From an optimization exercise on the open Yosys and OpenROAD flow, aimed at small area; shortcuts taken in it are not production practice.
In this exercise RTL edits were held to simulation tests only and were not proved equivalent to the original.
Power and IR drop assume default switching activity.

==> design.v <==
package soc_bus_pkg;
	typedef logic [31:0] wb_adr_t;
	typedef logic [31:0] wb_dat_t;
	typedef logic [3:0]  wb_sel_t;
	typedef enum logic [1:0] {
		SLV_TIMER = 2'd0,
		SLV_GPIO  = 2'd1,
		SLV_NONE  = 2'd2
	} slave_sel_e;
	function automatic wb_dat_t wb_merge(wb_dat_t old_val, wb_dat_t new_val, wb_sel_t sel);
		wb_dat_t res;
		res = old_val;
		for (int i = 0; i < 4; i++) begin
			if (sel[i]) begin
				res[8*i +: 8] = new_val[8*i +: 8];
			end
		end
		wb_merge = res;
	endfunction
endpackage
package soc_periph_pkg;
	typedef enum logic [2:0] {
		TCR0 = 3'd0,
		CMP0 = 3'd1,
		CNT0 = 3'd2,
		TCR1 = 3'd4,
		CMP1 = 3'd5,
		CNT1 = 3'd6
	} timer_reg_e;
	typedef struct packed {
		logic trig;
		logic irqen;
		logic ar;
		logic en;
	} timer_ctrl_t;
	localparam int TCR_EN    = 0;
	localparam int TCR_AR    = 1;
	localparam int TCR_IRQEN = 2;
	localparam int TCR_TRIG  = 3;
	typedef enum logic [2:0] {
		GPIO_IN       = 3'd0,
		GPIO_OUT      = 3'd1,
		GPIO_OE       = 3'd2,
		GPIO_IRQ_MASK = 3'd3,
		GPIO_IRQ_STAT = 3'd4
	} gpio_reg_e;
endpackage
module periph_subsys
(
	input  logic        clk,
	input  logic        rst_n_i,
	input  soc_bus_pkg::wb_adr_t     wb_adr_i,
	input  soc_bus_pkg::wb_dat_t     wb_dat_i,
	input  soc_bus_pkg::wb_sel_t     wb_sel_i,
	input  logic        wb_we_i,
	input  logic        wb_cyc_i,
	input  logic        wb_stb_i,
	output soc_bus_pkg::wb_dat_t     wb_dat_o,
	output logic        wb_ack_o,
	input  logic [31:0] gpio_in_i,
	output logic [31:0] gpio_out_o,
	output logic [31:0] gpio_oe_o,
	output logic [2:0]  irq_n_o
);
	logic        sel_tmr, sel_gpio;
	logic        acc, wr;
	logic [2:0]  ri;
	logic [31:0] bmask;
	assign sel_tmr  = wb_adr_i[31:17] == 15'h7001;
	assign sel_gpio = wb_adr_i[31:17] == 15'h7002;
	assign ri       = wb_adr_i[4:2];
	assign acc      = wb_cyc_i & wb_stb_i & ~wb_ack_o;
	assign wr       = acc & wb_we_i;
	assign bmask    = {{8{wb_sel_i[3]}}, {8{wb_sel_i[2]}}, {8{wb_sel_i[1]}}, {8{wb_sel_i[0]}}};
	always_ff @(posedge clk or negedge rst_n_i) begin
		if (!rst_n_i) wb_ack_o <= 1'b0;
		else          wb_ack_o <= acc;
	end
	logic [1:0]       t_en, t_ar, t_ie, t_trig;
	logic [1:0][31:0] cmp, cnt;
	logic [1:0]       hit, w_tcr, w_cmp, w_cnt;
	always_comb begin
		for (int ch = 0; ch < 2; ch++) begin
			hit[ch]   = t_en[ch] && (cnt[ch] == cmp[ch]);
			w_tcr[ch] = wr & sel_tmr & (ri == {ch[0], 2'd0}) & wb_sel_i[0];
			w_cmp[ch] = wr & sel_tmr & (ri == {ch[0], 2'd1});
			w_cnt[ch] = wr & sel_tmr & (ri == {ch[0], 2'd2});
		end
	end
	logic [1:0][31:0] cnt_nx, cy;
	logic [1:0][3:0]  gci;
	logic [1:0][2:0]  g1s;
	always_comb begin
		for (int ch = 0; ch < 2; ch++) begin
			for (int g = 0; g < 3; g++)
				g1s[ch][g] = &cnt[ch][8*g +: 8];
			gci[ch][0] = t_en[ch] & ~hit[ch];
			gci[ch][1] = gci[ch][0] & g1s[ch][0];
			gci[ch][2] = gci[ch][0] & g1s[ch][0] & g1s[ch][1];
			gci[ch][3] = gci[ch][0] & g1s[ch][0] & g1s[ch][1] & g1s[ch][2];
			for (int i = 0; i < 32; i++)
				cy[ch][i] = (i % 8 == 0) ? gci[ch][i / 8] : (cy[ch][i-1] & cnt[ch][i-1]);
			if (w_cnt[ch])
				cnt_nx[ch] = (cnt[ch] & ~bmask) | (wb_dat_i & bmask);
			else if (hit[ch] && t_ar[ch])
				cnt_nx[ch] = '0;
			else
				cnt_nx[ch] = cnt[ch] ^ cy[ch];
		end
	end
	always_ff @(posedge clk or negedge rst_n_i) begin
		if (!rst_n_i) begin
			t_en   <= '0;
			t_ar   <= '0;
			t_ie   <= '0;
			t_trig <= '0;
			cmp    <= '0;
			cnt    <= '0;
		end else begin
			for (int ch = 0; ch < 2; ch++) begin
				if (w_tcr[ch]) begin
					t_en[ch] <= wb_dat_i[0];
					t_ar[ch] <= wb_dat_i[1];
					t_ie[ch] <= wb_dat_i[2];
				end else if (hit[ch] && !t_ar[ch]) begin
					t_en[ch] <= 1'b0;
				end
				t_trig[ch] <= hit[ch] | (t_trig[ch] & ~(w_tcr[ch] & wb_dat_i[3]));
				if (w_cmp[ch])
					cmp[ch] <= (cmp[ch] & ~bmask) | (wb_dat_i & bmask);
				cnt[ch] <= cnt_nx[ch];
			end
		end
	end
	logic [31:0] in_meta, in_sync, in_prev, irq_mask, irq_stat, stat_clr;
	logic        w_out, w_oe, w_mask;
	assign w_out    = wr & sel_gpio & (ri == 3'd1);
	assign w_oe     = wr & sel_gpio & (ri == 3'd2);
	assign w_mask   = wr & sel_gpio & (ri == 3'd3);
	assign stat_clr = (wr & sel_gpio & (ri == 3'd4)) ? (wb_dat_i & bmask) : '0;
	always_ff @(posedge clk or negedge rst_n_i) begin
		if (!rst_n_i) begin
			in_meta    <= '0;
			in_sync    <= '0;
			in_prev    <= '0;
			gpio_out_o <= '0;
			gpio_oe_o  <= '0;
			irq_mask   <= '0;
			irq_stat   <= '0;
		end else begin
			in_meta <= gpio_in_i;
			in_sync <= in_meta;
			in_prev <= in_sync;
			if (w_out)  gpio_out_o <= (gpio_out_o & ~bmask) | (wb_dat_i & bmask);
			if (w_oe)   gpio_oe_o  <= (gpio_oe_o & ~bmask) | (wb_dat_i & bmask);
			if (w_mask) irq_mask   <= (irq_mask & ~bmask) | (wb_dat_i & bmask);
			irq_stat <= (irq_stat & ~stat_clr) | (in_sync & ~in_prev & irq_mask);
		end
	end
	assign irq_n_o = {~(t_trig[1] & t_ie[1]), ~|irq_stat, ~(t_trig[0] & t_ie[0])};
	logic [31:0] rd;
	logic [10:0] rs;
	always_comb begin
		rs[0]  = sel_tmr  & (ri == 3'd0);
		rs[1]  = sel_tmr  & (ri == 3'd1);
		rs[2]  = sel_tmr  & (ri == 3'd2);
		rs[3]  = sel_tmr  & (ri == 3'd4);
		rs[4]  = sel_tmr  & (ri == 3'd5);
		rs[5]  = sel_tmr  & (ri == 3'd6);
		rs[6]  = sel_gpio & (ri == 3'd0);
		rs[7]  = sel_gpio & (ri == 3'd1);
		rs[8]  = sel_gpio & (ri == 3'd2);
		rs[9]  = sel_gpio & (ri == 3'd3);
		rs[10] = sel_gpio & (ri == 3'd4);
		rd = ({32{rs[1]}}  & cmp[0])     | ({32{rs[2]}} & cnt[0])
		   | ({32{rs[4]}}  & cmp[1])     | ({32{rs[5]}} & cnt[1])
		   | ({32{rs[6]}}  & in_sync)    | ({32{rs[7]}} & gpio_out_o)
		   | ({32{rs[8]}}  & gpio_oe_o)  | ({32{rs[9]}} & irq_mask)
		   | ({32{rs[10]}} & irq_stat)
		   | ({32{rs[0]}}  & {28'd0, t_trig[0], t_ie[0], t_ar[0], t_en[0]})
		   | ({32{rs[3]}}  & {28'd0, t_trig[1], t_ie[1], t_ar[1], t_en[1]});
	end
	always_ff @(posedge clk) begin
		wb_dat_o <= rd;
	end
endmodule
==> flow/run.sh <==
#!/bin/bash
# Own layout flow, built on the standard flow (standard.sh):
#  1. the standard synthesis, kept as std_synth.v for its register names
#  2. synthesis again with flow/synth.tcl (area-oriented ABC mapping)
#  3. flow/rename_flops.py gives the registers of 2 the names they have in 1
#     (if anything does not match, the standard netlist is used unchanged)
#  4. the rest of the standard flow, with minimum-size port buffers and a
#     clock tree without dummy loads
# Each step's output goes to a log file in this folder; ORFS's own per-step
# logs are under orfs/logs.
set -euo pipefail
W=$PWD
F=$W/flow
R=$W/orfs/results/$FLOW_PLATFORM/periph_subsys/base

bash standard.sh synth > $W/log_1_std_synth.log 2>&1
cp $R/1_2_yosys.v $W/std_synth.v

rm -f $R/1_2_yosys.v $R/1_2_yosys.sdc $R/1_synth.odb $R/1_synth.sdc
if AREA_ABC_SCRIPT=$F/area.abc bash standard.sh SYNTH_SCRIPT=$F/synth.tcl synth > $W/log_2_area_synth.log 2>&1 \
   && python3 $F/rename_flops.py $W/std_synth.v $R/1_2_yosys.v $W/area_synth.v > $W/log_3_rename.log 2>&1; then
  cp $W/area_synth.v $R/1_2_yosys.v
else
  echo "area synthesis not used" >> $W/log_3_rename.log
  cp $W/std_synth.v $R/1_2_yosys.v
fi
rm -f $R/1_synth.odb $R/1_synth.sdc
touch $R/1_2_yosys.sdc $R/1_2_yosys.v

bash standard.sh \
  "BUFFER_PORTS_ARGS=-buffer_cell sky130_fd_sc_hd__buf_1" \
  "CTS_ARGS=-sink_clustering_enable -repair_clock_nets -dont_use_dummy_load -buf_list {sky130_fd_sc_hd__clkbuf_8 sky130_fd_sc_hd__clkbuf_16} -sink_clustering_size 24 -sink_clustering_max_diameter 80" \
  finish > $W/log_4_layout.log 2>&1
==> flow/area.abc <==
strash
&get -n
&st
&syn2
&dch -f
&nf -a -R 1000
&put
strash
&get -n
&st
&dch -f
&nf -a -R 1000
&put
==> flow/rename_flops.py <==
#!/usr/bin/env python3
"""rename_flops.py STD.v MINE.v OUT.v

Gives each register of MINE.v (a netlist of the same RTL, synthesized with a
different combinational mapping) the instance name that the standard synthesis
STD.v gives the register driving the same output net, so that the registers of
the two netlists pair by name. Auto-numbered names in MINE.v (_123_) are first
moved out of the way (_m123_). Exits non-zero, writing nothing, unless both
netlists hold the same registers: the same output nets, each in the same cell
type (drive strength aside)."""
import re
import sys

HDR = re.compile(r'^(\s*)(sky130_fd_sc_hd__\w+)\s+(\S+)(\s*\()', re.M)
FLOP = re.compile(r'sky130_fd_sc_hd__(e?df\w+|sdf\w+|dl\w+)_(\d+)$')


def flops(text):
    res = {}
    for m in HDR.finditer(text):
        typ, name = m.group(2), m.group(3)
        f = FLOP.match(typ)
        if not f:
            continue
        body = text[m.end():text.index(');', m.end())]
        q = re.search(r'\.Q\(\s*(\S+)\s*\)', body)
        if not q:
            sys.exit(f'no Q pin on {name}')
        if q.group(1) in res:
            sys.exit(f'two registers drive {q.group(1)}')
        res[q.group(1)] = (f.group(1), name)
    return res


std = open(sys.argv[1]).read()
mine = open(sys.argv[2]).read()
mine = re.sub(r'(?<![\w$\\])_(\d+)_(?![\w$])', r'_m\1_', mine)
fs, fm = flops(std), flops(mine)
if set(fs) != set(fm):
    sys.exit(f'register outputs differ: {sorted(set(fs) ^ set(fm))[:10]}')
for q in fs:
    if fs[q][0] != fm[q][0]:
        sys.exit(f'register on {q}: cell {fm[q][0]} here, {fs[q][0]} in the standard synthesis')
new = {fm[q][1]: fs[q][1] for q in fs}
taken = set(re.findall(r'(?:wire|input|output)\s+(?:\[[^\]]*\]\s*)?(\S+)\s*;', mine))
clash = taken & set(new.values())
if clash:
    sys.exit(f'names already used: {sorted(clash)[:10]}')


def sub(m):
    name = m.group(3)
    return m.group(1) + m.group(2) + ' ' + new.get(name, name) + m.group(4)


out = HDR.sub(sub, mine)
if set(n for _, n in flops(out).values()) != set(n for _, n in fs.values()):
    sys.exit('renaming failed')
open(sys.argv[3], 'w').write(out)
print(f'renamed {sum(1 for a, b in new.items() if a != b)} of {len(new)} registers')
==> flow/synth.tcl <==
# Synthesis for the layout: the standard script (synth_recipe.tcl) with two
# changes to the combinational logic only. ABC maps with an area script
# (area.abc) in place of ORFS's delay script, and the opt passes that ORFS runs
# after Yosys's synth command do not fold register enables into the flip-flops
# (opt -nodffe -nosdff), which leaves the enable logic in a form ABC maps
# smaller. Registers keep their cells (no flip-flop with both enable and
# asynchronous reset exists here); run.sh gives them the standard names.
proc synth {args} { yosys synth -nofsm -noshare {*}$args }
proc opt {args} { yosys opt -nodffe -nosdff {*}$args }
proc abc {args} {
  set i [lsearch -exact $args -script]
  if {$i >= 0} { lset args [expr {$i + 1}] $::env(AREA_ABC_SCRIPT) }
  yosys abc {*}$args
}
source $::env(SCRIPTS_DIR)/synth.tcl
# left out here: clear keep_hierarchy, flatten, clean up, hide names made inside functions, write 1_2_yosys.v
==> standard.sh <==
#!/bin/bash
# synth_recipe.tcl (not shown) runs the flow's synth.tcl, then flattens the netlist and writes it again
# the make line also repeats each setting of config.mk as NAME=value (left out here)
make -C /OpenROAD-flow-scripts/flow DESIGN_CONFIG=/design/flow/config.mk WORK_HOME=/design/flow/orfs CLKGATE_MAP_FILE= SYNTH_SCRIPT=/design/flow/synth_recipe.tcl "${@:-finish}"
==> config.mk <==
export PLATFORM = sky130hd
export DESIGN_NAME = periph_subsys
export DESIGN_NICKNAME = periph_subsys
export VERILOG_FILES = /design/flow/design.v
export SDC_FILE = /design/flow/constraint.sdc
export NUM_CORES = 4
export LEC_CHECK = 0
export CAP_MARGIN = 20
export CORE_MARGIN = 2
export CORE_UTILIZATION = 65
export SLEW_MARGIN = 20
==> constraint.sdc <==
create_clock -name core_clock -period 5.0 [get_ports {clk}]
set_input_delay 1.0000 -clock core_clock [delete_from_list [all_inputs] [get_ports {clk}]]
set_output_delay 1.0000 -clock core_clock [all_outputs]
set_load 0.01 [all_outputs]
==> impl_metrics.sql, run 1 <==
INSERT INTO impl_metrics (metric_group, metric, value, unit) VALUES
('status', 'outcome', 'finished clean', ''),
('final_layout', 'number_of_nets_in_the_finished_design', '1831', ''),
('placed_design', 'placement.io_buffers', '190', ''),
('timing', 'max_clock_freq', '0.2304', 'GHz'),
('detailed_routing', 'drt_pre_antenna_iters', '6', ''),
('timing', 'max-slew-margin-rel', '32.46', '%'),
('final_layout', 'finalNonFillerCells', '1995', ''),
('power', 'vdd_ir_drop_max', '0.2572', 'mV'),
('global_route', 'grt_pass1_wl', '76000', 'µm'),
('global_route', 'antenna_found_initial', '2', ''),
('synth', 'ys.flop_type', 'dfrtp_1', ''),
('placed_design', 'placedInstanceArea', '17360', 'µm²'),
('clock_network', 'cts.repair_timing.setup_buffer_count', '0', ''),
('clock_network', 'ctsResizeCount', '0', ''),
('final_layout', 'layout_cell_share_with_drive_strength_beyond_1', '3.657', '%'),
('global_route', 'globalRouteTotalUtil', '38.25', '%'),
('die', 'die-area', '25840', 'µm²'),
('global_route', 'grt-ovfl-total', '0', ''),
('synth', 'combined_area_of_all_synthesized_cells', '15970', 'µm²'),
('die', 'die_height', '160.7', 'µm'),
('setup_path', 'critical_path_class', 'reg -> reg', ''),
('placed_design', 'dpl.cell_count', '1972', ''),
('timing', 'finalSetupViolations', '0', ''),
('detailed_routing', 'detailroute.via_count', '13450', ''),
('global_route', 'vias_in_the_first_global_route', '13210', ''),
('synth', 'synth.distinct_cells', '33', ''),
('power', 'p_leak', '0.007721', 'µW'),
('synth', 'yosysWarningCount', '1', ''),
('synth', 'synth_edf_count', '0', ''),
('synth', 'post_synth_inst_count', '1433', ''),
('detailed_routing', 'drc_errors', '0', ''),
('power', 'cellPowerDensity', '283.0', 'nW/µm²'),
('setup_path', 'critPathRequiredTime', '5.40', 'ns'),
('timing', 'report.final.hold_viol_count', '0', ''),
('timing', 'slew_violations', '0', ''),
('clock_network', 'cts.sink_count', '393', ''),
('clock_network', 'clockRootBuffer', 'clkbuf_16', ''),
('setup_path', 'critical_path_peak_fanout', '5', ''),
('final_layout', 'layout.cells.most_common', 'dfrtp_1', ''),
('timing', 'finalCritPeriodShare', '86.79', '%'),
('detailed_routing', 'drt-total-wl', '48740', 'µm'),
('detailed_routing', 'wire_per_inst', '24.43', 'µm'),
('final_layout', 'mostFrequentLayoutCells', 'dfrtp_1 (361), o21ai_0 (284), nand2_1 (258), buf_1 (189), a22oi_1 (148)', ''),
('run', 'max_cap_violations', '0', ''),
('clock_network', 'ctsHoldBuffers', '0', ''),
('timing', 'max_slew.worst_pin.slew', '1.013', 'ns'),
('placed_design', 'place_hpwl', '31490', 'µm'),
('setup_path', 'worst_setup_path_end_kind', 'flop', ''),
('timing', 'final_skew', '0.03334', 'ns'),
('setup_path', 'start_kind', 'flop', ''),
('placed_design', 'finalWeightedCongestion', '0.9604', ''),
('die', 'start_util', '65.86', '%'),
('final_layout', 'fillerInstances', '1763', ''),
('final_layout', 'finish.instance_area', '17870', 'µm²'),
('detailed_routing', 'detailedRoute.firstIterationViolations', '2001', ''),
('detailed_routing', 'antenna_violating_nets_post_route', '0', ''),
('synth', 'syn_nets', '1594', ''),
('synth', 'synth_seq_area_share', '60.58', '%'),
('clock_network', 'path_clk_slew', '0.10', 'ns'),
('timing', 'setup-tns-final', '0', 'ns'),
('final_layout', 'synthToLayoutAreaGrowth', '11.87', '%'),
('die', 'area_of_the_core', '24250', 'µm²'),
('timing', 'finalWorstPathRequiredPeriod', '4.339', 'ns'),
('clock_network', 'clock_tree.htree_level_count', '1', ''),
('synth', 'synth_area_per_cell', '11.14', 'µm²'),
('power', 'pnr_total_power', '5056', 'µW'),
('synth', 'ys_seq_elements', '393', ''),
('clock_network', 'numCtsBuffers', '20', ''),
('detailed_routing', 'vias_per_cell', '6.739', ''),
('clock_network', 'tritoncts', 'yes', ''),
('clock_network', 'cts.path.max_buffers', '3', ''),
('die', 'die-width', '160.7', 'µm'),
('die', 'floorplan.io_pins', '205', ''),
('clock_network', 'clkLatencyLatePin', '0.53', 'ns'),
('setup_path', 'worst-endpoint-arrival', '4.74', 'ns'),
('global_route', 'largest_net_degree_at_the_start_of_global_routing', '143', ''),
('synth', 'share_of_flip_flops_with_an_asynchronous_set_or_reset_after_synthesis', '91.86', '%'),
('timing', 'grt_setup_unrepaired', 'no', ''),
('min_path', 'hp-class', 'reg -> reg', ''),
('die', 'row_count', '57', '');
[cell type report]
| cell class | instances | area (µm²) | share of cell area, % |
|---|---|---|---|
| diodes | 3 | 7.507 | 0.04202 |
| repair buffers | 215 | 942.2 | 5.273 |
| well taps | 324 | 405.4 | 2.269 |
| clock buffers | 20 | 500.5 | 2.801 |
| inverters | 8 | 30.03 | 0.1681 |
| flip-flops and latches | 393 | 9674 | 54.15 |
| multi-input cells | 1032 | 6306 | 35.30 |
[worst max-delay path, cell delays in order, from the launching register on]
cell     delay, ns
dfrtp_1       0.46
xnor2_1       0.26
nand4_1       0.19
nor4_1        0.44
nand3_1       0.18
nor3_1        0.23
buf_4         0.20
nor2b_1       0.07
nand2_1       0.12
nor3_1        0.15
and2_0        0.17
ha_1          0.19
ha_1          0.19
ha_1          0.19
ha_1          0.18
ha_1          0.21
ha_1          0.19
ha_1          0.27
a22oi_1       0.17
o21ai_0       0.12
[cells in the mapped netlist, types with 9 or more instances]
cell	number	area (µm²)
nor2_1	34	127.6
a222oi_1	32	320.3
nor2b_1	9	56.30
dfxtp_1	32	640.6
nand2_1	261	979.7
nand3b_1	11	82.58
dfrtp_1	361	9034
nor4_1	20	125.1
ha_1	56	700.7
mux2_1	9	101.4
xor2_1	40	350.3
xnor2_1	24	210.2
o21ai_0	284	1421
nand4_1	53	331.6
a22oi_1	148	1111
[power by group]
part / internal, µW / leakage (µW) / switching (µW) / total [µW]
registers: 3210 / 0.00491 / 18.8 / 3230
clock network: 717 / 0.000246 / 966 / 1680
logic: 27.4 / 0.00257 / 115 / 142
total: 3960 / 0.00772 / 1100 / 5060
[final timing paths]
check | startpoint | endpoint | slack [ns] | cells past startpoint
worst min register to register | in_meta[12] | in_sync[12] | 0.32 | 0
worst min-delay path | in_meta[12] | in_sync[12] | 0.32 | 0
max in group asynchronous | rst_n_i | asynchronous set/reset pin | 3.52 | 2
worst max-delay path | flop | flop | 0.66 | 19
min in group asynchronous | rst_n_i | in_sync[27] | 0.41 | 1
worst max register to register | flop | flop | 0.66 | 19
[layer usage]
layer / track usage (%) / vias up / part of all wire [%]
met5: 0 / - / 0
met4: 15.30 / 0 / 4.4
met3: 8.471 / 151 / 11
met2: 58.76 / 839 / 46
met1: 53.97 / 6613 / 39
li1: - / 5842 / -
[stage by stage]
step | utilization, % | hold slack, ns | worst slack, ns
floorplan | - | 0.3312 | 1.485
global placement | 71.58 | 0.3316 | 1.002
detailed placement | 71.58 | 0.3347 | 0.8966
CTS | 73.64 | 0.3260 | 0.7791
global route | 73.67 | 0.3203 | 0.5583
finish | 73.68 | 0.3172 | 0.6605
[kinds of logic after synthesis]
logic type	Yosys count	share of synthesized area [%]
mux	9	0.6346
flops	393	60.58
xor+xnor	64	3.510
buf+inv	8	0.1880
fa+ha+maj	56	4.387
simple gates	417	11.74
compound gates	486	18.96
==> run 2: changes to the inputs <==
--- a/config.mk
+++ b/config.mk
@@ -7,5 +7,5 @@
 export LEC_CHECK = 0
 export CAP_MARGIN = 20
 export CORE_MARGIN = 2
-export CORE_UTILIZATION = 65
+export CORE_UTILIZATION = 55
 export SLEW_MARGIN = 20
==> impl_metrics.sql, run 2 <==
INSERT INTO impl_metrics (metric_group, metric, value, unit) VALUES
('timing', 'finalSetupViolations', '0', ''),
('synth', 'yosys.area.top_type_share', '56.57', '%'),
('status', 'outcome', 'finished clean', ''),
('die', 'start_util', '55.79', '%'),
('setup_path', 'critical_path_class', 'reg -> reg', ''),
('timing', 'final_skew', '0.02927', 'ns'),
('power', 'net-switching-power', '1116', 'µW'),
('synth', 'post_synth_inst_count', '1433', ''),
('final_layout', 'layout.cells.most_common', 'dfrtp_1', ''),
('power', 'p_leak', '0.007742', 'µW'),
('clock_network', 'path_clk_slew', '0.10', 'ns'),
('clock_network', 'clkLatencyLatePin', '0.55', 'ns'),
('timing', 'max_clock_freq', '0.2314', 'GHz'),
('clock_network', 'clock_tree.htree_level_count', '1', ''),
('global_route', 'grt_pass1_wl', '76820', 'µm'),
('final_layout', 'layout_cell_share_with_drive_strength_beyond_1', '3.710', '%'),
('setup_path', 'crit_path_frequent_cell', 'ha_1', ''),
('die', 'floorplan.io_pins', '205', ''),
('detailed_routing', 'detailroute.via_count', '13110', ''),
('synth', 'ys_top_cells_by_count', 'dfrtp_1 (361), o21ai_0 (284), nand2_1 (261), a22oi_1 (148), ha_1 (56)', ''),
('power', 'vdd_ir_drop_max', '0.2710', 'mV'),
('setup_path', 'critPathRequiredTime', '5.39', 'ns'),
('clock_network', 'clockRootBuffer', 'clkbuf_16', ''),
('timing', 'setup-tns-final', '0', 'ns'),
('final_layout', 'ff_latch_area', '9674', 'µm²'),
('die', 'row_count', '62', ''),
('synth', 'yosysWarningCount', '1', ''),
('die', 'die-width', '174.4', 'µm'),
('power', 'swShare', '22.00', '%'),
('power', 'cellPowerDensity', '282.1', 'nW/µm²'),
('setup_path', 'worst-endpoint-arrival', '4.72', 'ns'),
('power', 'clock_power_share', '33.5', '%'),
('clock_network', 'cts.sink_count', '393', ''),
('timing', 'final_critical_path_setup_slack', '0.6788', 'ns'),
('setup_path', 'start_kind', 'flop', ''),
('global_route', 'largest_net_degree_at_the_start_of_global_routing', '117', ''),
('setup_path', 'critical_path.top_delay_family', 'simple AND/OR/NAND/NOR gates', ''),
('placed_design', 'detailedPlace.worstSlack', '0.8716', 'ns'),
('synth', 'ys.flop_type', 'dfrtp_1', ''),
('run', 'max_cap_violations', '0', ''),
('timing', 'max-slew-margin-rel', '30.87', '%'),
('timing', 'grt_setup_unrepaired', 'no', ''),
('clock_network', 'tritoncts', 'yes', ''),
('synth', 'synth_seq_area_share', '60.58', '%'),
('global_route', 'antenna_found_initial', '2', ''),
('timing', 'report.final.hold_viol_count', '0', ''),
('detailed_routing', 'drt_pre_antenna_iters', '6', ''),
('synth', 'synth.largest_area_cell', 'dfrtp_1', ''),
('global_route', 'globalRouteTotalUtil', '33.21', '%'),
('final_layout', 'synthToLayoutAreaGrowth', '12.61', '%'),
('final_layout', 'fillerInstances', '2443', ''),
('detailed_routing', 'antenna_violating_nets_post_route', '0', ''),
('detailed_routing', 'detailedRoute.firstIterationViolations', '1528', ''),
('placed_design', 'placement.io_buffers', '190', ''),
('placed_design', 'finalWeightedCongestion', '0.9213', ''),
('clock_network', 'ctsHoldBuffers', '0', ''),
('synth', 'synth.distinct_cells', '33', ''),
('timing', 'finalWorstPathRequiredPeriod', '4.321', 'ns'),
('synth', 'synth_area_per_cell', '11.14', 'µm²'),
('power', 'seqPwrFrac', '63.7', '%'),
('die', 'die-area', '30420', 'µm²'),
('detailed_routing', 'vias_per_cell', '6.372', ''),
('min_path', 'hp-class', 'reg -> reg', ''),
('final_layout', 'mostFrequentLayoutCells', 'dfrtp_1 (361), o21ai_0 (284), nand2_1 (258), buf_1 (189), a22oi_1 (148)', ''),
('timing', 'max_slew.worst_pin.slew', '1.033', 'ns'),
('placed_design', 'place_hpwl', '32740', 'µm'),
('clock_network', 'numCtsBuffers', '20', ''),
('die', 'area_of_the_core', '28630', 'µm²'),
('synth', 'combined_area_of_all_synthesized_cells', '15970', 'µm²'),
('final_layout', 'multi_input_comb_area', '6304', 'µm²'),
('global_route', 'grt-ovfl-total', '0', ''),
('synth', 'post_synth_main_area_contributors', 'dfrtp_1 (57%), o21ai_0 (8.9%), a22oi_1 (7.0%)', ''),
('synth', 'synth_edf_count', '0', ''),
('clock_network', 'ctsResizeCount', '0', ''),
('power', 'internal_power', '3957', 'µW'),
('setup_path', 'worst_path_cell_trace', 'xor2_1 > nor4_1 > nand4_1 > o21ai_0 > nor3_1 > nand2_1 > nor3_1 > ha_1 > ha_1 > ha_1 > ha_1 > ha_1 > ha_1 > ha_1 > a22oi_1 > o21ai_0', ''),
('timing', 'slew_violations', '0', ''),
('final_layout', 'number_of_nets_in_the_finished_design', '1834', ''),
('clock_network', 'cts.path.max_buffers', '3', ''),
('setup_path', 'critical_path.slowest_cell', 'nor4_1', ''),
('detailed_routing', 'drt-total-wl', '50260', 'µm'),
('detailed_routing', 'wire_per_inst', '24.43', 'µm'),
('setup_path', 'critPathBufInv', '0', ''),
('global_route', 'vias_in_the_first_global_route', '12620', ''),
('synth', 'ys_seq_elements', '393', ''),
('setup_path', 'critical_path_peak_fanout', '5', ''),
('setup_path', 'worst_setup_path_end_kind', 'flop', ''),
('clock_network', 'cts.repair_timing.setup_buffer_count', '0', ''),
('synth', 'syn_nets', '1594', ''),
('power', 'gate_power_share', '2.8', '%'),
('die', 'die_height', '174.4', 'µm'),
('timing', 'finalCritPeriodShare', '86.42', '%'),
('synth', 'share_of_flip_flops_with_an_asynchronous_set_or_reset_after_synthesis', '91.86', '%'),
('synth', 'synth_most_common_cell', 'dfrtp_1', ''),
('setup_path', 'critical-path-max-stage-delay', '0.84', 'ns'),
('detailed_routing', 'drc_errors', '0', '');
[run 2: cell counts after synthesis]
Identical to the previous run, type by type.
[run 2: final cells by class]
| cell class | count | share of cell area [%] |
|---|---|---|
| Antenna cell | 2 | 0.02783 |
| Clock buffer | 20 | 2.783 |
| Inverter | 8 | 0.1670 |
| Multi-Input combinational cell | 1032 | 35.05 |
| Sequential cell | 393 | 53.80 |
| Tap cell | 384 | 2.672 |
| Timing Repair Buffer | 218 | 5.503 |
[run 2: final timing paths]
path / startpoint / to / slack [ns] / cells after the start
worst max-delay path: flop / flop / 0.68 / 16
max in group asynchronous: rst_n_i / asynchronous set/reset pin / 3.73 / 2
worst max register to register: flop / flop / 0.68 / 16
worst min-delay path: in_meta[0] / in_sync[0] / 0.32 / 0
worst min register to register: in_meta[0] / in_sync[0] / 0.32 / 0
min in group asynchronous: rst_n_i / irq_stat[28] / 0.34 / 1
[run 2: power groups by stage]
stage,Clock (µW),Combinational [µW],Sequential [µW]
after CTS,1730,148,3230
after floorplan,0,25.2,3290
final,1700,144,3230
after detailed placement,0,147,3290
after global placement,0,146,3290
after global routing,1820,164,3230
[run 2: cell families (layout without fill, tap and decap cells)]
group,after synthesis,after routing,share of synthesized area [%]
other cells,0,2,0
simple gates,417,417,11.74
mux,9,9,0.6346
flops,393,393,60.58
fa+ha+maj,56,56,4.387
xor+xnor,64,64,3.510
buf+inv,8,246,0.1880
compound gates,486,486,18.96
[run 2: routing by layer]
layer	wire [µm]	track usage, %
met1	21190	48.57
met2	22270	49.67
met3	4933	7.087
met4	1836	11.13
met5	27	0
[run 2: per-stage QoR]
step / util [%] / std cells / power, µW / hold slack (ns) / area (µm²)
finish: 62.82 / 2057 / 5073 / 0.3228 / 17980
CTS: 62.81 / 2055 / 5110 / 0.3247 / 17980
detailed placement: 61.06 / 2035 / 3440 / 0.3347 / 17480
global placement: 61.06 / 2035 / 3438 / 0.3319 / 17480
global route: 62.81 / 2055 / 5223 / 0.3299 / 17980
floorplan: - / 1433 / 3313 / 0.3312 / 15970
==> run 3: changes to the inputs <==
--- a/flow/run.sh
+++ b/flow/run.sh
@@ -29,5 +29,5 @@
 
 bash standard.sh \
   "BUFFER_PORTS_ARGS=-buffer_cell sky130_fd_sc_hd__buf_1" \
-  "CTS_ARGS=-sink_clustering_enable -repair_clock_nets -dont_use_dummy_load -buf_list {sky130_fd_sc_hd__clkbuf_8 sky130_fd_sc_hd__clkbuf_16} -sink_clustering_size 24 -sink_clustering_max_diameter 80" \
+  "CTS_ARGS=-sink_clustering_enable -repair_clock_nets -dont_use_dummy_load -buf_list {sky130_fd_sc_hd__clkbuf_8} -sink_clustering_size 16 -sink_clustering_max_diameter 60" \
   finish > $W/log_4_layout.log 2>&1
==> impl_metrics.sql, run 3 <==
INSERT INTO impl_metrics (metric_group, metric, value, unit) VALUES
('die', 'start_util', '55.79', '%'),
('placed_design', 'detailedPlace.worstSlack', '0.8716', 'ns'),
('min_path', 'hp-class', 'in -> async', ''),
('synth', 'share_of_flip_flops_with_an_asynchronous_set_or_reset_after_synthesis', '91.86', '%'),
('synth', 'synth_seq_area_share', '60.58', '%'),
('timing', 'finalCritPeriodShare', '84.99', '%'),
('synth', 'syn_nets', '1594', ''),
('synth', 'ys_seq_elements', '393', ''),
('die', 'die_height', '174.4', 'µm'),
('die', 'die-width', '174.4', 'µm'),
('detailed_routing', 'detailedRoute.firstIterationViolations', '1643', ''),
('global_route', 'globalRouteTotalUtil', '33.43', '%'),
('timing', 'finalSetupViolations', '0', ''),
('die', 'area_of_the_core', '28630', 'µm²'),
('run', 'max_cap_violations', '0', ''),
('setup_path', 'worst_path_cell_trace', 'xor2_1 > nor4_1 > nand4_1 > o21ai_0 > nor3_1 > nand2_1 > nor3_1 > ha_1 > ha_1 > ha_1 > ha_1 > ha_1 > ha_1 > ha_1 > a22oi_1 > o21ai_0', ''),
('detailed_routing', 'antenna_violating_nets_post_route', '0', ''),
('timing', 'slew_violations', '0', ''),
('placed_design', 'placement.io_buffers', '190', ''),
('setup_path', 'critical_path.slowest_cell', 'nor4_1', ''),
('synth', 'yosys.area.top_type_share', '56.57', '%'),
('timing', 'grt_setup_unrepaired', 'no', ''),
('global_route', 'vias_in_the_first_global_route', '12690', ''),
('die', 'die-area', '30420', 'µm²'),
('global_route', 'antenna_found_initial', '4', ''),
('clock_network', 'path_clk_slew', '0.09', 'ns'),
('setup_path', 'critical_path_class', 'reg -> reg', ''),
('timing', 'max_slew.worst_pin.slew', '1.019', 'ns'),
('die', 'row_count', '62', ''),
('clock_network', 'clockRootBuffer', 'clkbuf_8', ''),
('detailed_routing', 'drc_errors', '0', ''),
('setup_path', 'timing.critical_path.depth', '16', ''),
('setup_path', 'crit_path_frequent_cell', 'ha_1', ''),
('timing', 'report.final.hold_viol_count', '0', ''),
('global_route', 'grt_pass1_wl', '77290', 'µm'),
('setup_path', 'critical_path.top_delay_family', 'simple AND/OR/NAND/NOR gates', ''),
('synth', 'synth_most_common_cell', 'dfrtp_1', ''),
('clock_network', 'cts.path.max_buffers', '3', ''),
('clock_network', 'cts.repair_timing.setup_buffer_count', '0', ''),
('timing', 'setup-tns-final', '0', 'ns'),
('synth', 'synth_area_per_cell', '11.14', 'µm²'),
('timing', 'final_skew', '0.04310', 'ns'),
('detailed_routing', 'vias_per_cell', '6.418', ''),
('final_layout', 'layout.cells.most_common', 'dfrtp_1', ''),
('power', 'p_leak', '0.007740', 'µW'),
('setup_path', 'critical_path_peak_fanout', '5', ''),
('synth', 'combined_area_of_all_synthesized_cells', '15970', 'µm²'),
('die', 'floorplan.io_pins', '205', ''),
('timing', 'max-slew-margin-rel', '32.09', '%'),
('synth', 'ys_top_cells_by_count', 'dfrtp_1 (361), o21ai_0 (284), nand2_1 (261), a22oi_1 (148), ha_1 (56)', ''),
('clock_network', 'cts.sink_count', '393', ''),
('clock_network', 'numCtsBuffers', '34', ''),
('timing', 'finalWorstPathRequiredPeriod', '4.250', 'ns'),
('timing', 'max_clock_freq', '0.2353', 'GHz'),
('setup_path', 'worst_setup_path_end_kind', 'flop', ''),
('final_layout', 'fillerInstances', '2462', ''),
('final_layout', 'mostFrequentLayoutCells', 'dfrtp_1 (361), o21ai_0 (284), nand2_1 (258), buf_1 (189), a22oi_1 (148)', ''),
('final_layout', 'number_of_nets_in_the_finished_design', '1848', ''),
('power', 'vdd_ir_drop_max', '0.2160', 'mV'),
('clock_network', 'ctsResizeCount', '0', ''),
('detailed_routing', 'drt-total-wl', '50640', 'µm'),
('detailed_routing', 'wire_per_inst', '24.47', 'µm'),
('timing', 'final_critical_path_setup_slack', '0.7504', 'ns'),
('global_route', 'grt-ovfl-total', '0', ''),
('clock_network', 'ctsHoldBuffers', '0', ''),
('status', 'outcome', 'finished clean', ''),
('setup_path', 'critPathRequiredTime', '5.43', 'ns'),
('synth', 'synth.largest_area_cell', 'dfrtp_1', ''),
('clock_network', 'clkLatencyLatePin', '0.57', 'ns'),
('clock_network', 'tritoncts', 'yes', ''),
('placed_design', 'place_hpwl', '32740', 'µm'),
('detailed_routing', 'drt_pre_antenna_iters', '6', ''),
('synth', 'synth.distinct_cells', '33', ''),
('setup_path', 'worst-endpoint-arrival', '4.68', 'ns'),
('synth', 'yosysWarningCount', '1', ''),
('power', 'cellPowerDensity', '278.1', 'nW/µm²'),
('setup_path', 'start_kind', 'flop', ''),
('synth', 'ys.flop_type', 'dfrtp_1', ''),
('clock_network', 'clock_tree.htree_level_count', '2', ''),
('synth', 'post_synth_inst_count', '1433', ''),
('synth', 'synth_edf_count', '0', ''),
('synth', 'post_synth_main_area_contributors', 'dfrtp_1 (57%), o21ai_0 (8.9%), a22oi_1 (7.0%)', ''),
('setup_path', 'critical-path-max-stage-delay', '0.74', 'ns'),
('final_layout', 'synthToLayoutAreaGrowth', '12.39', '%'),
('setup_path', 'critPathBufInv', '0', ''),
('power', 'pnr_total_power', '4991', 'µW'),
('setup_path', 'number_of_cells_on_the_worst_reg_to_reg_path', '16', ''),
('placed_design', 'finalWeightedCongestion', '0.9213', ''),
('detailed_routing', 'detailroute.via_count', '13290', ''),
('final_layout', 'layout_cell_share_with_drive_strength_beyond_1', '4.510', '%'),
('timing', 'fin_hold_ws', '0.3091', 'ns'),
('global_route', 'largest_net_degree_at_the_start_of_global_routing', '117', '');
-- run 3: changes by cell type in the layout (fill, tap and decap cells not counted) --
cell | previous run | this run
clkbuf_8 | 0 | 34
clkbuf_16 | 20 | 0
diode_2 | 2 | 1
-- run 3: cell families after synthesis --
logic type | Yosys count | share of synthesized area, %
compound gates | 486 | 18.96
xor+xnor | 64 | 3.510
fa+ha+maj | 56 | 4.387
buf+inv | 8 | 0.1880
flops | 393 | 60.58
mux | 9 | 0.6346
simple gates | 417 | 11.74
-- run 3: area by class of cell --
class | count | area (µm²) | share of cell area (%)
flip-flops and latches | 393 | 9674 | 53.90
clock buffers | 34 | 467.9 | 2.607
well taps | 384 | 480.5 | 2.677
repair buffers | 218 | 989.7 | 5.514
inverters | 8 | 30.03 | 0.1673
multi-input cells | 1032 | 6304 | 35.12
diodes | 1 | 2.502 | 0.01394
-- run 3: final timing paths --
check                      slack, ns                    endpoint         from
max                             0.75                        flop         flop
min                             0.31  asynchronous set/reset pin      rst_n_i
max reg2reg                     0.75                        flop         flop
min reg2reg                     0.35                 in_sync[27]  in_meta[27]
max in group asynchronous       3.74                irq_stat[14]      rst_n_i
min in group core_clock         0.35                 in_sync[27]  in_meta[27]
-- run 3: where the power goes --
part	internal (µW)	switching, µW	total (µW)
clock network	612	1000	1620
logic	28.0	116	144
registers	3210	18.5	3230
-- run 3: routing by layer --
layer	track usage [%]	up-vias	wire (µm)
met5	1.122	-	77
met4	10.61	6	1514
met3	6.671	118	4846
met2	50.23	710	22670
met1	49.15	6592	21540
li1	-	5859	-
-- run 3: through the flow --
stage / area [µm²] / cells / util, %
finish: 17950 / 2070 / 62.70
global placement: 17480 / 2035 / 61.06
detailed placement: 17480 / 2035 / 61.06
CTS: 17950 / 2069 / 62.69
floorplan: 15970 / 1433 / -
global route: 17950 / 2069 / 62.69
==> run 4: changes to the inputs <==
--- a/config.mk
+++ b/config.mk
@@ -7,5 +7,5 @@
 export LEC_CHECK = 0
 export CAP_MARGIN = 20
 export CORE_MARGIN = 2
-export CORE_UTILIZATION = 55
+export CORE_UTILIZATION = 65
 export SLEW_MARGIN = 20
==> impl_metrics.sql, run 4 <==
INSERT INTO impl_metrics (metric_group, metric, value, unit) VALUES
('power', 'swShare', '22.49', '%'),
('timing', 'final_critical_path_setup_slack', '0.7116', 'ns'),
('timing', 'slew_violations', '0', ''),
('synth', 'yosys.area.top_type_share', '56.57', '%'),
('synth', 'share_of_flip_flops_with_an_asynchronous_set_or_reset_after_synthesis', '91.86', '%'),
('global_route', 'antenna_found_initial', '2', ''),
('status', 'outcome', 'finished clean', ''),
('synth', 'post_synth_inst_count', '1433', ''),
('power', 'clock_power_share', '32.1', '%'),
('detailed_routing', 'wire_per_inst', '24.24', 'µm'),
('clock_network', 'ctsHoldBuffers', '0', ''),
('setup_path', 'critPathRequiredTime', '5.41', 'ns'),
('global_route', 'vias_in_the_first_global_route', '13220', ''),
('die', 'die_height', '160.7', 'µm'),
('die', 'start_util', '65.86', '%'),
('timing', 'max-slew-margin-rel', '31.15', '%'),
('final_layout', 'finish.instance_area', '17830', 'µm²'),
('power', 'cellPowerDensity', '278.6', 'nW/µm²'),
('timing', 'max_clock_freq', '0.2332', 'GHz'),
('min_path', 'timing.hold.worst.start', 'in_meta[12]', ''),
('final_layout', 'mostFrequentLayoutCells', 'dfrtp_1 (361), o21ai_0 (284), nand2_1 (258), buf_1 (189), a22oi_1 (148)', ''),
('synth', 'synth.largest_area_cell', 'dfrtp_1', ''),
('setup_path', 'critical_path_peak_fanout', '4', ''),
('power', 'vdd_ir_drop_max', '0.2612', 'mV'),
('global_route', 'globalRouteTotalUtil', '38.15', '%'),
('setup_path', 'critical_path.slowest_cell', 'nor4_1', ''),
('synth', 'post_synth_main_area_contributors', 'dfrtp_1 (57%), o21ai_0 (8.9%), a22oi_1 (7.0%)', ''),
('clock_network', 'cts.path.max_buffers', '3', ''),
('clock_network', 'numCtsBuffers', '34', ''),
('synth', 'synth_edf_count', '0', ''),
('detailed_routing', 'antenna_violating_nets_post_route', '0', ''),
('synth', 'synth.distinct_cells', '33', ''),
('detailed_routing', 'vias_per_cell', '6.701', ''),
('placed_design', 'placement.io_buffers', '190', ''),
('final_layout', 'number_of_nets_in_the_finished_design', '1845', ''),
('placed_design', 'place_hpwl', '31490', 'µm'),
('synth', 'ys_top_cells_by_count', 'dfrtp_1 (361), o21ai_0 (284), nand2_1 (261), a22oi_1 (148), ha_1 (56)', ''),
('clock_network', 'tritoncts', 'yes', ''),
('synth', 'yosysWarningCount', '1', ''),
('clock_network', 'ctsResizeCount', '0', ''),
('clock_network', 'cts.sink_count', '393', ''),
('die', 'area_of_the_core', '24250', 'µm²'),
('clock_network', 'clock_tree.htree_level_count', '2', ''),
('setup_path', 'worst_setup_path_end_kind', 'flop', ''),
('run', 'max_cap_violations', '0', ''),
('final_layout', 'ff_latch_area', '9674', 'µm²'),
('clock_network', 'cts.repair_timing.setup_buffer_count', '0', ''),
('timing', 'grt_setup_unrepaired', 'no', ''),
('die', 'die-area', '25840', 'µm²');
-- run 4: layout make-up --
| class | instances | share of cell area [%] |
|---|---|---|
| clock buffers | 34 | 2.624 |
| diodes | 2 | 0.02807 |
| repair buffers | 215 | 5.284 |
| flip-flops and latches | 393 | 54.26 |
| inverters | 8 | 0.1684 |
| well taps | 324 | 2.274 |
| multi-input cells | 1032 | 35.37 |
-- run 4: worst paths after layout --
kind | to | slack, ns | cells past startpoint
max reg2reg | flop | 0.71 | 16
max | flop | 0.71 | 16
max in group asynchronous | in_meta[13] | 3.54 | 2
min | in_sync[12] | 0.28 | 0
min in group asynchronous | asynchronous set/reset pin | 0.37 | 1
min reg2reg | in_sync[12] | 0.28 | 0
-- run 4: per-layer routing --
| layer | share of wire [%] | GRT usage, % |
|---|---|---|
| met5 | 0 | 0 |
| met4 | 5.1 | 18.30 |
| met3 | 11 | 8.936 |
| met2 | 45 | 57.01 |
| met1 | 39 | 53.60 |
-- run 4: cell families (layout without fill, tap and decap cells) --
group,after synthesis,in the layout,share of synthesized area [%]
AOI/OAI and AO/OA,486,486,18.96
xor gates and xnor gates,64,64,3.510
adders and majority gates,56,56,4.387
buffers and inverters,8,257,0.1880
DFF,393,393,60.58
muxes,9,9,0.6346
other,0,2,0
and+or+nand+nor,417,417,11.74
-- run 4: power by group through the flow --
stage,logic (µW),clock network (µW),registers (µW)
final,142,1600,3230
after global routing,162,1720,3230
after CTS,144,1600,3230
after detailed placement,144,0,3290
after global placement,142,0,3290
after floorplan,25.2,0,3290
-- run 4: metrics by stage --
stage | instances | utilization (%)
after floorplan | 1433 | -
after global placement | 1972 | 71.58
after detailed placement | 1972 | 71.58
after CTS | 2006 | 73.51
after global routing | 2008 | 73.53
final | 2008 | 73.53
-- run 4: critical path, delay by kind of cell (launching register included) --
kind / cells / cell delay [ns]
xor gates and xnor gates: 1 / 0.16
DFF: 1 / 0.44
adders and majority gates: 7 / 1.41
buffers and inverters: 1 / 0.11
and+or+nand+nor: 4 / 1.32
AOI/OAI and AO/OA: 3 / 0.69

re-timing with driven ports:
No port has a modelled driver above. Below, the same layouts with a new extraction and two added sets of constraints. Step 1 sets driving cells, clkbuf_16 on the clock port and buf_2 on the other inputs (assumed; they add their load-dependent delay and slew). Step 2 adds t to the input delays and takes it off the output delays; t is the mean of the earliest and latest rising clock arrival at the registers after step 1. Input paths then give back, and output paths get back, about the clock's delay inside the block. a / b / c = ideal / step 1 / step 2; a / b = the first two.
run | t, ns | setup WS [ns] | worst hold slack (ns) | clock arrival spread, ns | worst data-port slew with drivers (ns)
run 1 | 0.568 | 0.661 / 0.660 / 0.660 | 0.317 / 0.317 / 0.317 | 0.048 / 0.049 | 0.11
run 2 | 0.584 | 0.679 / 0.679 / 0.679 | 0.323 / 0.307 / 0.323 | 0.030 / 0.030 | 0.09
run 3 | 0.593 | 0.750 / 0.750 / 0.750 | 0.309 / 0.284 / 0.352 | 0.044 / 0.043 | 0.10
run 4 | 0.574 | 0.712 / 0.712 / 0.712 | 0.281 / 0.281 / 0.281 | 0.073 / 0.073 | 0.09
After both steps every run listed still meets setup and hold. The setup slack of run 1, which loses most, moves by -0.001 ns with the drivers and by -0.001 ns with both steps.
